What follows belongs to an exercise in optimizing a design on an open flow for small area and a short achievable clock period; a production flow would make more cautious choices.
Where RTL was checked, it was by simulation tests only, not by an equivalence proof against the original.
Power and IR drop assume default switching activity.

run a:
==> flow/design.v (excerpt) <==
module exec_stage (
    input  logic            clk,
    input  logic            rst_i,
    input  logic [411:0]    issue_i,
    input  logic [65:0]     bypass_a_i,
    input  logic [65:0]     bypass_b_i,
    output logic [285:0]    result_o,
    output logic            redirect_o,
    output exec_pkg::word_t redirect_pc_o,
    output logic            branch_cond_o
);
For scale: roughly 390 flip-flops, ~870 I/O pins, roughly 32,000 sq um of cells after synthesis.
==> module exec_stage, before the edit <==
module exec_stage (
    input  logic            clk,
    input  logic            rst_i,
    input  logic [411:0]    issue_i,
    input  logic [65:0]     bypass_a_i,
    input  logic [65:0]     bypass_b_i,
    output logic [285:0]    result_o,
    output logic            redirect_o,
    output exec_pkg::word_t redirect_pc_o,
    output logic            branch_cond_o
);
    exec_pkg::issue_t  iss0;
    exec_pkg::issue_t  iss1;
    exec_pkg::bypass_t byp_a0;
    exec_pkg::bypass_t byp_a1;
    exec_pkg::bypass_t byp_b0;
    exec_pkg::bypass_t byp_b1;
    exec_pkg::word_t rs0, rt0, pc8_0, arith0, other0;
    exec_pkg::word_t rs1, rt1, pc8_1, arith1, other1;
    logic            asel0, asel1;
    logic            eq0, rw0, bad0, ovf0, trap0;
    logic            eq1, rw1, bad1, ovf1, trap1;
    logic            br_cond;
    logic            br_redirect;
    exec_pkg::word_t br_target;
    assign iss0   = issue_i[205:0];
    assign iss1   = issue_i[411:206];
    assign byp_a0 = bypass_a_i[32:0];
    assign byp_a1 = bypass_a_i[65:33];
    assign byp_b0 = bypass_b_i[32:0];
    assign byp_b1 = bypass_b_i[65:33];
    exec_lane i_lane0 (
        .issue_i    (iss0),
        .bypass_a_i (byp_a0),
        .bypass_b_i (byp_b0),
        .rs_o       (rs0),
        .rt_o       (rt0),
        .rs_eq_rt_o (eq0),
        .pc8_o      (pc8_0),
        .arith_sel_o(asel0),
        .arith_o    (arith0),
        .other_o    (other0),
        .regwrite_o (rw0),
        .addr_bad_o (bad0),
        .overflow_o (ovf0),
        .trap_o     (trap0)
    );
    exec_lane i_lane1 (
        .issue_i    (iss1),
        .bypass_a_i (byp_a1),
        .bypass_b_i (byp_b1),
        .rs_o       (rs1),
        .rt_o       (rt1),
        .rs_eq_rt_o (eq1),
        .pc8_o      (pc8_1),
        .arith_sel_o(asel1),
        .arith_o    (arith1),
        .other_o    (other1),
        .regwrite_o (rw1),
        .addr_bad_o (bad1),
        .overflow_o (ovf1),
        .trap_o     (trap1)
    );
    branch_resolve i_branch (
        .issue_i    (iss1),
        .bypass_a_i (byp_a1),
        .rs_i       (rs1),
        .rs_eq_rt_i (eq1),
        .pc8_i      (pc8_1),
        .cond_o     (br_cond),
        .redirect_o (br_redirect),
        .target_o   (br_target)
    );
    logic            v0_q, v1_q;
    logic            redirect_q, cond_q;
    exec_pkg::word_t pc0_q, arith0_q, other0_q, srca0_q, srcb0_q;
    exec_pkg::word_t pc1_q, arith1_q, other1_q, srca1_q, srcb1_q;
    logic            asel0_q, asel1_q;
    logic [4:0]      rdst0_q, rdst1_q;
    logic [1:0]      msize0_q, msize1_q;
    logic            rw0_q, mtr0_q, mw0_q, bad0_q, ovf0_q, trap0_q;
    logic            rw1_q, mtr1_q, mw1_q, bad1_q, ovf1_q, trap1_q;
    logic            x1_q;
    exec_pkg::word_t target_q;
    always_ff @(posedge clk) begin
        if (rst_i) begin
            v0_q       <= 1'b0;
            v1_q       <= 1'b0;
            redirect_q <= 1'b0;
            cond_q     <= 1'b0;
        end else begin
            v0_q       <= iss0.valid;
            v1_q       <= iss1.valid;
            redirect_q <= br_redirect;
            cond_q     <= br_cond;
        end
    end
    always_ff @(posedge clk) begin
        pc0_q    <= iss0.pc;
        asel0_q  <= asel0;
        arith0_q <= arith0;
        other0_q <= other0;
        srca0_q  <= rs0;
        srcb0_q  <= rt0;
        rdst0_q  <= iss0.rdst;
        msize0_q <= iss0.ctl.msize;
        rw0_q    <= rw0;
        mtr0_q   <= iss0.ctl.memtoreg;
        mw0_q    <= iss0.ctl.memwrite;
        bad0_q   <= bad0;
        ovf0_q   <= ovf0;
        trap0_q  <= trap0;
        pc1_q    <= iss1.pc;
        asel1_q  <= asel1;
        arith1_q <= arith1;
        other1_q <= other1;
        srca1_q  <= rs1;
        srcb1_q  <= rt1;
        rdst1_q  <= iss1.rdst;
        msize1_q <= iss1.ctl.msize;
        rw1_q    <= rw1;
        mtr1_q   <= iss1.ctl.memtoreg;
        mw1_q    <= iss1.ctl.memwrite;
        bad1_q   <= bad1;
        ovf1_q   <= ovf1;
        trap1_q  <= trap1;
        x1_q     <= iss1.in_exc || trap1;
        target_q <= br_target;
    end
    logic l1_exc;
    logic adel0, ades0, adel1, ades1;
    assign adel0  = mtr0_q && bad0_q;
    assign ades0  = mw0_q && bad0_q;
    assign adel1  = mtr1_q && bad1_q;
    assign ades1  = mw1_q && bad1_q;
    assign l1_exc = v1_q && (x1_q || ovf1_q || ((mtr1_q || mw1_q) && bad1_q));
    exec_pkg::result_t out0;
    exec_pkg::result_t out1;
    always_comb begin
        out0.valid        = v0_q && !(v1_q && ovf1_q);
        out0.pc           = pc0_q;
        out0.alu_out      = asel0_q ? arith0_q : other0_q;
        out0.srca         = srca0_q;
        out0.srcb         = srcb0_q;
        out0.rdst         = rdst0_q;
        out0.regwrite     = rw0_q;
        out0.memtoreg     = mtr0_q && !bad0_q && !l1_exc;
        out0.memwrite     = mw0_q && !bad0_q && !l1_exc;
        out0.msize        = exec_pkg::msize_e'(msize0_q);
        out0.exc.overflow = ovf0_q;
        out0.exc.adel     = adel0;
        out0.exc.ades     = ades0;
        out0.exc.trap     = trap0_q;
        out1.valid        = v1_q;
        out1.pc           = pc1_q;
        out1.alu_out      = asel1_q ? arith1_q : other1_q;
        out1.srca         = srca1_q;
        out1.srcb         = srcb1_q;
        out1.rdst         = rdst1_q;
        out1.regwrite     = rw1_q;
        out1.memtoreg     = mtr1_q && !bad1_q;
        out1.memwrite     = mw1_q && !bad1_q;
        out1.msize        = exec_pkg::msize_e'(msize1_q);
        out1.exc.overflow = ovf1_q;
        out1.exc.adel     = adel1;
        out1.exc.ades     = ades1;
        out1.exc.trap     = trap1_q;
    end
    assign result_o      = {out1, out0};
    assign redirect_o    = redirect_q;
    assign redirect_pc_o = target_q;
    assign branch_cond_o = cond_q;
endmodule
clock: 6.0 ns
lec_check: 0
abc_area: 1
cap_margin: 20
core_margin: 2
core_utilization: 40
setup_slack_margin: 3.0
slew_margin: 20
standard.sh (not shown) runs the stock make flow with config.mk's settings and CLKGATE_MAP_FILE= SYNTH_SCRIPT=/design/flow/synth_recipe.tcl, a recipe that flattens the netlist after the stock synthesis.
==> flow/flow/run.sh <==
#!/bin/bash
# Standard layout, with plain buffers (not delay cells) on the ports.
cp standard.sh standard_sh.txt
export BUFFER_PORTS_ARGS="-buffer_cell sky130_fd_sc_hd__buf_1"
bash standard.sh > standard.log 2>&1
Setup changes, run a to run b
--- a/flow/design.v
+++ b/flow/design.v
@@ -406,7 +406,6 @@
     logic            v0_q, v1_q;
     logic            redirect_q, cond_q;
-    exec_pkg::word_t pc0_q, arith0_q, other0_q, srca0_q, srcb0_q;
-    exec_pkg::word_t pc1_q, arith1_q, other1_q, srca1_q, srcb1_q;
-    logic            asel0_q, asel1_q;
+    exec_pkg::word_t pc0_q, alu0_q, srca0_q, srcb0_q;
+    exec_pkg::word_t pc1_q, alu1_q, srca1_q, srcb1_q;
     logic [4:0]      rdst0_q, rdst1_q;
     logic [1:0]      msize0_q, msize1_q;
@@ -430,7 +429,5 @@
     always_ff @(posedge clk) begin
         pc0_q    <= iss0.pc;
-        asel0_q  <= asel0;
-        arith0_q <= arith0;
-        other0_q <= other0;
+        alu0_q   <= asel0 ? arith0 : other0;
         srca0_q  <= rs0;
         srcb0_q  <= rt0;
@@ -444,7 +441,5 @@
         trap0_q  <= trap0;
         pc1_q    <= iss1.pc;
-        asel1_q  <= asel1;
-        arith1_q <= arith1;
-        other1_q <= other1;
+        alu1_q   <= asel1 ? arith1 : other1;
         srca1_q  <= rs1;
         srcb1_q  <= rt1;
@@ -472,5 +467,5 @@
         out0.valid        = v0_q && !(v1_q && ovf1_q);
         out0.pc           = pc0_q;
-        out0.alu_out      = asel0_q ? arith0_q : other0_q;
+        out0.alu_out      = alu0_q;
         out0.srca         = srca0_q;
         out0.srcb         = srcb0_q;
@@ -486,5 +481,5 @@
         out1.valid        = v1_q;
         out1.pc           = pc1_q;
-        out1.alu_out      = asel1_q ? arith1_q : other1_q;
+        out1.alu_out      = alu1_q;
         out1.srca         = srca1_q;
         out1.srcb         = srcb1_q;
## What came out
Diff run a -> run b: instance count after placement with tap cells included dropped 4.3%, total number of nets in the final design went down.
On run b: share of power burned in registers is 2.5 points lower than what run a gave.
In the final design statistics, run b uses fewer standard cells in total than run a.
Number of instances resized during post-cts repair was higher in run b than in run a.
Overall die area ends up higher on run a.
sky130_fd_sc_hd__ha_4 as the slowest cell on the critical path was reported by run b, and sky130_fd_sc_hd__nor2_1 by run a.
Relative to run a, run b improves headroom to the max-slew limit.
In the metrics for run b and run a, the one carrying the higher slew at the pin closest to its max-slew limit is run a.
Run b against run a: design area shows a reduction of 5.6%; number of standard cells after synthesis shows a reduction of 3.7%; clock power shows a reduction of about 16%; die extent in x shows a reduction of 3.4%.
No functional check of the RTL was part of any run of this note.

---

exec_stage, a different RTL version from the one above (not shown whole).
For scale: ~4,900 cells after synthesis, ~31,000 µm² of cells after synthesis.
==> module branch_resolve, before the edit <==
module branch_resolve (
    input  exec_pkg::issue_t  issue_i,
    input  exec_pkg::bypass_t bypass_a_i,
    input  exec_pkg::word_t   rs_i,
    input  logic              rs_eq_rt_i,
    input  exec_pkg::word_t   pc8_i,
    output logic              cond_o,
    output logic              redirect_o,
    output exec_pkg::word_t   target_o
);
    exec_pkg::ctl_t  ctl;
    logic        rs_zero;
    logic        rs_neg;
    logic        tk_eq;
    logic        tk_ne;
    logic        taken;
    logic [29:0] br_word;
    logic [31:0] br_target;
    logic [3:0]  slot_hi;
    logic [31:0] j_target;
    logic [31:0] jmp_target;
    logic        is_jmp;
    logic        pre_taken;
    logic        eq_pc8;
    logic        eq_rs;
    logic        eq_j;
    logic        eq_jmp;
    exec_pkg::word_t tgt_taken;
    exec_pkg::word_t tgt_not;
    logic        red_taken;
    logic        red_not;
    assign ctl       = issue_i.ctl;
    assign pre_taken = issue_i.pre_taken;
    assign is_jmp    = ctl.jump || ctl.jr;
    assign rs_zero = bypass_a_i.bypass ? (bypass_a_i.data == '0) : (issue_i.rd1 == '0);
    assign rs_neg  = rs_i[31];
    function automatic logic br_taken(logic [2:0] bt, logic eq, logic neg, logic zero);
        case (bt)
            3'd0:    br_taken = eq;
            3'd1:    br_taken = !eq;
            3'd2:    br_taken = !neg;
            3'd3:    br_taken = !neg && !zero;
            3'd4:    br_taken = neg || zero;
            3'd5:    br_taken = neg;
            default: br_taken = 1'b0;
        endcase
    endfunction
    assign tk_eq = br_taken(ctl.branch_type, 1'b1, rs_neg, rs_zero);
    assign tk_ne = br_taken(ctl.branch_type, 1'b0, rs_neg, rs_zero);
    assign taken = rs_eq_rt_i ? tk_eq : tk_ne;
    assign cond_o = ctl.branch && taken;
    assign br_word   = issue_i.pc[31:2] + {{14{issue_i.raw_instr[15]}}, issue_i.raw_instr[15:0]} + 30'd1;
    assign br_target = {br_word, issue_i.pc[1:0]};
    assign slot_hi   = issue_i.pc[31:28] + {3'b000, &issue_i.pc[27:2]};
    assign j_target  = {slot_hi, issue_i.raw_instr[25:0], 2'b00};
    always_comb begin
        if (ctl.jr) begin
            jmp_target = rs_i;
        end else if (ctl.jump) begin
            jmp_target = j_target;
        end else begin
            jmp_target = '0;
        end
    end
    assign tgt_taken = (ctl.branch && !pre_taken) ? br_target : jmp_target;
    assign tgt_not   = (ctl.branch && pre_taken)  ? pc8_i     : jmp_target;
    assign target_o  = taken ? tgt_taken : tgt_not;
    assign eq_pc8 = (issue_i.pre_pc == pc8_i);
    assign eq_rs  = (issue_i.pre_pc == rs_i);
    assign eq_j   = (issue_i.pre_pc == j_target);
    assign eq_jmp = ctl.jr ? eq_rs : eq_j;
    assign red_taken = issue_i.valid &&
                       ((ctl.branch && !pre_taken) ||
                        (is_jmp && !(pre_taken && eq_jmp)));
    assign red_not   = issue_i.valid &&
                       ((ctl.branch && pre_taken) ||
                        (is_jmp && !(pre_taken && (ctl.branch ? eq_pc8 : eq_jmp))));
    assign redirect_o = taken ? red_taken : red_not;
endmodule
Settings: LEC_CHECK=0, ABC_AREA=1, CAP_MARGIN=20, CORE_MARGIN=2, CORE_UTILIZATION=40, SETUP_SLACK_MARGIN=0.2, SLEW_MARGIN=20; clock period 6.0 ns.
Scripts as last shown in full above: flow/flow/run.sh
Edit:
--- a/flow/design.v
+++ b/flow/design.v
@@ -241,7 +241,22 @@
     assign tgt_not   = (ctl.branch && pre_taken)  ? pc8_i     : jmp_target;
     assign target_o  = taken ? tgt_taken : tgt_not;
-    assign eq_pc8 = (issue_i.pre_pc == pc8_i);
+    logic [28:0] inc_x, inc_y, inc_d;
+    logic [28:0] inc_ok;
+    assign inc_x = issue_i.pc[31:3];
+    assign inc_y = issue_i.pre_pc[31:3];
+    assign inc_d = inc_x ^ inc_y;
+    assign inc_ok[0] = inc_d[0];
+    for (genvar i = 1; i < 29; i++) begin : g_inc
+        assign inc_ok[i] = inc_d[i] == (inc_x[i-1] && !inc_y[i-1]);
+    end
+    assign eq_pc8 = (&inc_ok) && (issue_i.pre_pc[2:0] == issue_i.pc[2:0]);
     assign eq_rs  = (issue_i.pre_pc == rs_i);
-    assign eq_j   = (issue_i.pre_pc == j_target);
+    logic       slot_carry;
+    logic [3:0] pc_hi_inc;
+    assign slot_carry = &issue_i.pc[27:2];
+    assign pc_hi_inc  = issue_i.pc[31:28] + 4'd1;
+    assign eq_j = (issue_i.pre_pc[27:0] == {issue_i.raw_instr[25:0], 2'b00}) &&
+                  (slot_carry ? (issue_i.pre_pc[31:28] == pc_hi_inc)
+                              : (issue_i.pre_pc[31:28] == issue_i.pc[31:28]));
     assign eq_jmp = ctl.jr ? eq_rs : eq_j;
     assign red_taken = issue_i.valid &&
After rerunning: The new run passed the timing, DRC and antenna checks. Wire length grows by 9.0%. Hold slack is worse by 0.0081 ns. Global-route usage goes up by 1.6 points. Count of clock-buffer cells in the layout came out lower by 5. Via count is higher by 4.5%. Design area rose by 3.9%. Power fell by 0.33%. Synthesized area grows by 4.7%. Cell count climbs by 4.1%. Combinational power is higher by about 2%. First-iteration DRC count decreases by 9.8%. Sequential share of layout area drops by 0.78 points. Core utilization falls by 0.64 points.
Function not checked in the first run of this note: the RTL went through the layout flow alone.

-- what the ideal ports hide --
In the flow no input, the clock included, has a driving cell. The finished layouts below were timed again as built, in two steps.
Step 1, drivers: a clkbuf_16 drives clk and a buf_2 each remaining input, both assumed.
Step 2, shift: input delay + t, output delay - t, t = (earliest + latest rising clock arrival at the registers) / 2. This alone moves slack from input paths to output paths.
a / b / c = no drivers / after step 1 / after step 2; a / b = the first two.
run	t (ns)	setup slack, ns	hold slack, ns	worst slew at a driven data input, ns
run a	0.700	2.305 / 2.278 / 1.578	0.646 / 0.596 / 1.296	0.25
run b	0.656	2.344 / 2.308 / 1.652	0.692 / 0.651 / 1.307	0.19
the first run of note 2	0.686	1.047 / 1.049 / 0.362	0.686 / 0.642 / 1.329	0.11
the second run of note 2	0.685	1.436 / 1.490 / 0.805	0.678 / 0.626 / 1.311	0.09
After both steps every run listed still meets setup and hold. The setup slack of run a, which loses most, moves by -0.027 ns with the drivers and by -0.727 ns with both steps.
